This is an optimization exercise on Yosys and OpenROAD, whose aim is small area, not a production implementation.
Where RTL was checked, it was by simulation tests only, not by an equivalence proof against the original.
Power figures rest on the tool's default switching activity, not on a simulated workload.

Setup of before:
==> flow/design.v <==
module qpst_rca #(
  parameter int W = 8
) (
  input  logic [W-1:0] a,
  input  logic [W-1:0] b,
  input  logic         ci,
  output logic [W-1:0] s,
  output logic         co
);
  logic [W:0] c;
  assign c[0] = ci;
  for (genvar i = 0; i < W; i++) begin : g_bit
    assign s[i]   = a[i] ^ b[i] ^ c[i];
    assign c[i+1] = (a[i] & b[i]) | (c[i] & (a[i] ^ b[i]));
  end
  assign co = c[W];
endmodule
module quadrature_position_speed_tracker (
  input  logic        clk,
  input  logic        rst,
  input  logic        sample_valid,
  output logic        sample_ready,
  input  logic [1:0]  sample_op,
  input  logic [15:0] sample_count,
  output logic        result_valid,
  input  logic        result_ready,
  output logic [31:0] result_total_count,
  output logic [15:0] result_delta_count,
  output logic        result_direction,
  output logic [31:0] result_shaft_rpm,
  output logic [31:0] result_shaft_rps,
  output logic [15:0] result_mech_angle,
  output logic [15:0] result_elec_angle,
  output logic [31:0] result_index_count,
  input  logic        cfg_valid,
  output logic        cfg_ready,
  input  logic [1:0]  cfg_index,
  input  logic [31:0] cfg_data
);
  logic [20:0] cpr_n;   
  logic [7:0]  pp;
  logic [31:0] rpm_gain;
  logic [31:0] rps_gain;
  logic [31:0] total;
  logic [15:0] delta;
  logic        dir;
  logic [31:0] rpm;
  logic [31:0] rps;
  logic [31:0] index;
  logic [15:0] mech;    
  logic [20:0] rem;     
  logic        busy;
  logic [5:0]  cnt;
  logic        tneg;    
  logic        tchg;    
  assign cfg_ready = !rst;
  assign result_total_count = total;
  assign result_delta_count = delta;
  assign result_direction   = dir;
  assign result_shaft_rpm   = rpm;
  assign result_shaft_rps   = rps;
  assign result_mech_angle  = mech;
  assign result_elec_angle  = rem[15:0];
  assign result_index_count = index;
  wire start = sample_valid && !busy && (!result_valid || result_ready);
  wire last  = busy && (cnt == 6'd55);
  assign sample_ready = last;
  wire op_speed = (sample_op == 2'd0);
  wire op_index = (sample_op == 2'd1);
  wire op_clear = (sample_op == 2'd2);
  wire op_pos   = (sample_op == 2'd3);
  wire upd = start;
  wire clr = rst || (upd && op_clear);
  wire [31:0] rst32 = {32{rst}};
  wire [31:0] wd_cpr = ~((cfg_data & ~rst32) | (32'd4096  & rst32));
  wire [31:0] wd_pp  = (cfg_data & ~rst32) | (32'd1     & rst32);
  wire [31:0] wd_rpm = (cfg_data & ~rst32) | (32'd96000 & rst32);
  wire [31:0] wd_rps = (cfg_data & ~rst32) | (32'd1600  & rst32);
  always_ff @(posedge clk) begin
    if (rst || (cfg_valid && cfg_index == 2'd0)) cpr_n    <= wd_cpr[20:0];
    if (rst || (cfg_valid && cfg_index == 2'd1)) pp       <= wd_pp[7:0];
    if (rst || (cfg_valid && cfg_index == 2'd2)) rpm_gain <= wd_rpm;
    if (rst || (cfg_valid && cfg_index == 2'd3)) rps_gain <= wd_rps;
  end
  wire        sstep = busy && (cnt == 6'd62);
  wire        first = busy && (cnt == 6'd63);
  wire [15:0] step;    
  wire        bor;
  wire        tdec  = (op_speed || op_pos) && step[15] && !bor;
  wire        mul_on = busy && op_speed && !cnt[5];
  wire [3:0]  mi     = cnt[3:0];
  wire        msel   = cnt[4];
  wire        mbit   = delta[0];    
  wire [5:0]  cnt_n  = cnt + 6'd1;
  wire        mlast  = (mi == 4'd15);
  wire        mneg   = dir;         
  wire        me1    = mbit && msel;
  wire        me2    = mbit && !msel;
  wire [31:0] mb     = ((rpm_gain & {32{me1}}) | (rps_gain & {32{me2}})) ^ {32{mbit && mlast}};
  wire        mcin   = (mbit && mlast) || (mneg ? (mi < 4'd7) : (mi == 4'd7));
  wire [31:0] msum;
  wire        mco;
  qpst_rca #(32) u_mul (.a({mech[7:0], rpm[31:8]}), .b(mb), .ci(mcin), .s(msum), .co(mco));
  wire        mtop   = (mbit && mlast) ? !mco : mco;
  wire [32:0] s      = {mtop, msum};
  wire [31:0] znext  = {s[24:0], rpm[7:1]};
  wire        fits   = (s[32:24] == 9'h000) || (s[32:24] == 9'h1FF);
  wire [31:0] mres   = (mlast && !fits) ? {s[32], {31{!s[32]}}} : znext;
  wire        trot   = busy && !cnt[5];
  wire        frac   = (cnt[5:4] == 2'b10);
  wire        ephase = (cnt[5:4] == 2'b11);
  wire        dbit   = cnt[5] ? (cnt[4] ? (cnt[3] && (cnt[0] ? tchg : sample_count[0])) : tneg)
                              : (total[31] ^ tneg);
  wire        ppbit  = pp[~cnt[2:0]];
  wire [21:0] dt     = {rem, dbit};
  wire        db_c   = !ephase;
  wire        db_s   = sstep;
  wire        db_t   = first;
  wire        db_e   = ephase && !sstep && !first && ppbit;
  wire [21:0] db     = ({22{db_c}} & {1'b1, cpr_n}) | ({22{db_s}} & {6'h3F, ~total[15:0]}) |
                       ({22{db_t}} & {6'd0, total[31:16]}) | ({22{db_e}} & {6'd0, mech});
  wire [21:0] dd;
  wire        ge;
  qpst_rca #(22) u_div (.a(dt), .b(db), .ci(!ephase || sstep), .s(dd), .co(ge));
  assign step = dd[15:0];
  assign bor  = dd[16];
  wire        qbit   = (ge ^ tneg) && (cpr_n != 21'h1FFFFF);
  wire r_clr  = busy && cnt[5] && (cnt[3:0] == 4'hF);
  wire r_st   = sstep;
  wire r_ld   = busy && !r_clr && !sstep;
  wire r_sel  = ge || ephase;
  wire r_ldd  = r_ld && r_sel;
  wire r_ldt  = r_ld && !r_sel;
  wire r_hold = !busy && !upd;
  wire m_ld   = !upd && mul_on && !mlast;
  wire m_sh   = busy && frac;
  wire m_hold = !upd && !mul_on && !m_sh;
  always_ff @(posedge clk) begin
    rem <= (dd[20:0] & {21{r_ldd}}) | (dt[20:0] & {21{r_ldt}}) | {21{tdec && r_st}} |
           ({6'd0, sample_count[15:1]} & {21{upd}}) | (rem & {21{r_hold}});
    mech[7:0]  <= (s[32:25] & {8{m_ld}}) | ({mech[6:0], qbit} & {8{m_sh}}) | (mech[7:0] & {8{m_hold}});
    mech[15:8] <= (mech[14:7] & {8{m_sh}}) | (mech[15:8] & {8{!m_sh}});
  end
  wire rpm_zero = clr || (upd && op_speed) || (mul_on && mlast && !msel);
  wire rpm_ld   = !rpm_zero && mul_on;
  wire rpm_hold = !rpm_zero && !mul_on;
  wire rps_ld   = !clr && mul_on && mlast && !msel;
  wire rps_hold = !clr && !(mul_on && mlast && !msel);
  wire irot = busy && op_index && !cnt[5];
  wire tlo_ld   = !clr && sstep && (op_speed || op_pos);
  wire tlo_hold = !clr && !(sstep && (op_speed || op_pos)) && !trot;
  wire thi_ld   = !clr && first;
  wire thi_hold = !clr && !first && !trot;
  wire t_rot    = !clr && trot;
  wire dl_ld    = !clr && sstep && op_speed;
  wire dl_rot   = !clr && mul_on;
  wire dl_hold  = !clr && !(sstep && op_speed) && !mul_on;
  wire ix_ld    = !clr && irot;
  wire ix_hold  = !clr && !irot;
  always_ff @(posedge clk) begin
    total[15:0]  <= (sample_count & {16{tlo_ld}}) | ({total[14:0], total[31]} & {16{t_rot}}) |
                    (total[15:0] & {16{tlo_hold}});
    total[31:16] <= (dd[15:0] & {16{thi_ld}}) | (total[30:15] & {16{t_rot}}) |
                    (total[31:16] & {16{thi_hold}});
    if (first) tneg <= dd[15];
    delta <= (step & {16{dl_ld}}) | ({delta[0], delta[15:1]} & {16{dl_rot}}) |
             (delta & {16{dl_hold}});
    index <= ({index[0] ^ tchg, index[31:1]} & {32{ix_ld}}) | (index & {32{ix_hold}});
    if (sstep) tchg <= (op_speed || op_pos) && (step[15] ^ bor);
    else if (first) tchg <= 1'b1;
    else if (irot) tchg <= tchg & index[0];
    if (rst) dir <= 1'b0;
    else if (sstep && op_speed) dir <= step[15];
    rpm <= (mres & {32{rpm_ld}}) | (rpm & {32{rpm_hold}});
    rps <= (mres & {32{rps_ld}}) | (rps & {32{rps_hold}});
  end
  always_ff @(posedge clk) begin
    if (rst) begin
      busy         <= 1'b0;
      result_valid <= 1'b0;
    end else begin
      if (start) busy <= 1'b1;
      else if (last) busy <= 1'b0;
      if (last) result_valid <= 1'b1;
      else if (result_ready) result_valid <= 1'b0;
    end
    if (start) cnt <= 6'd62;
    else if (busy) cnt <= cnt_n;
  end
endmodule
clock: 15.0 ns
lec_check: 0
cap_margin: 0
core_margin: 2
core_utilization: 65
place_density: 0.9
slew_margin: 0
standard.sh (not shown) runs the stock make flow with config.mk's settings and CLKGATE_MAP_FILE= SYNTH_SCRIPT=/design/flow/synth_recipe.tcl, a recipe that flattens the netlist after the stock synthesis.
==> flow/flow/run.sh <==
#!/bin/bash
# The standard layout (standard.sh), with these changes:
#  - synthesis: synth_recipe.tcl unchanged except that abc maps the combinational logic with an
#    area-oriented script (flow/abc_area.script); the registers are untouched by abc;
#  - buf_1 port buffers;
#  - a clock tree of clkbuf_8 clusters of up to 16 sinks, without dummy loads.
set -euo pipefail
here=$(pwd)
sed "s#^source \$::env(SCRIPTS_DIR)/synth.tcl#source $here/flow/abc_override.tcl\nsource \$::env(SCRIPTS_DIR)/synth.tcl#" \
  synth_recipe.tcl > area_synth.tcl
export MY_ABC_SCRIPT="$here/flow/abc_area.script"
export BUFFER_PORTS_ARGS="-buffer_cell sky130_fd_sc_hd__buf_1"
export CTS_ARGS="-sink_clustering_enable -repair_clock_nets -buf_list sky130_fd_sc_hd__clkbuf_8 -sink_clustering_size 16 -sink_clustering_max_diameter 60 -dont_use_dummy_load"
bash standard.sh \
  "SYNTH_SCRIPT=$here/area_synth.tcl" \
  "BUFFER_PORTS_ARGS=$BUFFER_PORTS_ARGS" \
  "CTS_ARGS=$CTS_ARGS" \
  finish > standard.log 2>&1
==> flow/flow/abc_area.script <==
&get -n
&st
&dch
&nf -R 1000
&put
topo
dnsize -c
==> flow/flow/abc_override.tcl <==
# replace the abc script that synth.tcl hands to abc with $::env(MY_ABC_SCRIPT)

proc abc {args} {
  set out {}
  set skip 0
  foreach a $args {
    if {$skip} { lappend out $::env(MY_ABC_SCRIPT); set skip 0; continue }
    if {$a eq "-script"} { set skip 1 }
    lappend out $a
  }
  puts "abc override: $out"
  yosys abc {*}$out
}
before: all stages complete, timing, DRC and antenna checks passed
Input changes introduced in after (baseline for comparison: before):
--- a/flow/design.v
+++ b/flow/design.v
@@ -50,8 +50,9 @@
   logic [15:0] mech;    
   logic [20:0] rem;     
   logic        busy;
   logic [5:0]  cnt;
+  logic        mrnd;    
   logic        tneg;    
   logic        tchg;    
   assign cfg_ready = !rst;
   assign result_total_count = total;
@@ -96,9 +97,10 @@
   wire        mneg   = dir;         
   wire        me1    = mbit && msel;
   wire        me2    = mbit && !msel;
   wire [31:0] mb     = ((rpm_gain & {32{me1}}) | (rps_gain & {32{me2}})) ^ {32{mbit && mlast}};
-  wire        mcin   = (mbit && mlast) || (mneg ? (mi < 4'd7) : (mi == 4'd7));
+  wire        mcin   = (mbit && mlast) || mrnd;
+  always_ff @(posedge clk) mrnd <= mneg ? (cnt_n[3:0] < 4'd7) : (cnt_n[3:0] == 4'd7);
   wire [31:0] msum;
   wire        mco;
   qpst_rca #(32) u_mul (.a({mech[7:0], rpm[31:8]}), .b(mb), .ci(mcin), .s(msum), .co(mco));
   wire        mtop   = (mbit && mlast) ? !mco : mco;
@@ -136,11 +138,11 @@
   wire m_sh   = busy && frac;
   wire m_hold = !upd && !mul_on && !m_sh;
   always_ff @(posedge clk) begin
     rem <= (dd[20:0] & {21{r_ldd}}) | (dt[20:0] & {21{r_ldt}}) | {21{tdec && r_st}} |
-           ({6'd0, sample_count[15:1]} & {21{upd}}) | (rem & {21{r_hold}});
+           ({6'd0, sample_count[15:1]} & {21{upd}}) | (rem & {{5{1'b0}}, {16{r_hold}}});
     mech[7:0]  <= (s[32:25] & {8{m_ld}}) | ({mech[6:0], qbit} & {8{m_sh}}) | (mech[7:0] & {8{m_hold}});
-    mech[15:8] <= (mech[14:7] & {8{m_sh}}) | (mech[15:8] & {8{!m_sh}});
+    mech[15:8] <= (mech[14:7] & {8{m_sh}}) | (mech[15:8] & {8{!m_sh && !upd}});
   end
   wire rpm_zero = clr || (upd && op_speed) || (mul_on && mlast && !msel);
   wire rpm_ld   = !rpm_zero && mul_on;
   wire rpm_hold = !rpm_zero && !mul_on;
@@ -183,8 +185,7 @@
       else if (last) busy <= 1'b0;
       if (last) result_valid <= 1'b1;
       else if (result_ready) result_valid <= 1'b0;
     end
-    if (start) cnt <= 6'd62;
-    else if (busy) cnt <= cnt_n;
+    cnt <= start ? 6'd62 : cnt_n;   
   end
 endmodule
--- outcome ---
Against before, after reports a sequential share of layout area that is lower.
In the reports for after and before, the smaller effective utilization at floorplan belongs to before.
Fraction of power spent switching nets (after over before): increase, 1.5 points
before and after ended up with roughly the same highest achievable clock rate.
before vs after, worst setup path startpoint: cnt[0]$_SDFFE_PP0P_ vs cnt[1]$_SDFF_PP1_
Between before and after, the flow reports total leakage power decreasing slightly.
On die area, after and before are neck and neck.
Sort after and before by met1 wire length, ascending, and after comes first.
Detailed placement HPWL is lower on after
The RTL of before was laid out without a check of its function.

[separate check: timing with driven ports]
In the flow no input, the clock included, has a driving cell. The finished layouts below were timed again as built, in two steps.
Step 1: set_driving_cell puts a clkbuf_16 on clk and a buf_2 on each other input, an assumption about the parent block.
Step 2, shift: input delay + t, output delay - t, t = (earliest + latest rising clock arrival at the registers) / 2. This alone moves slack from input paths to output paths.
Three values: no drivers, after step 1, after step 2; two values: the first two.
run | t (ns) | setup slack, ns | worst hold slack (ns)
before | 0.571 | 0.544 / 0.544 / 0.544 | 0.460 / 0.460 / 0.460
after | 0.579 | 0.536 / 0.536 / 0.536 | 0.462 / 0.462 / 0.462
After both steps setup and hold are still met in every run listed.
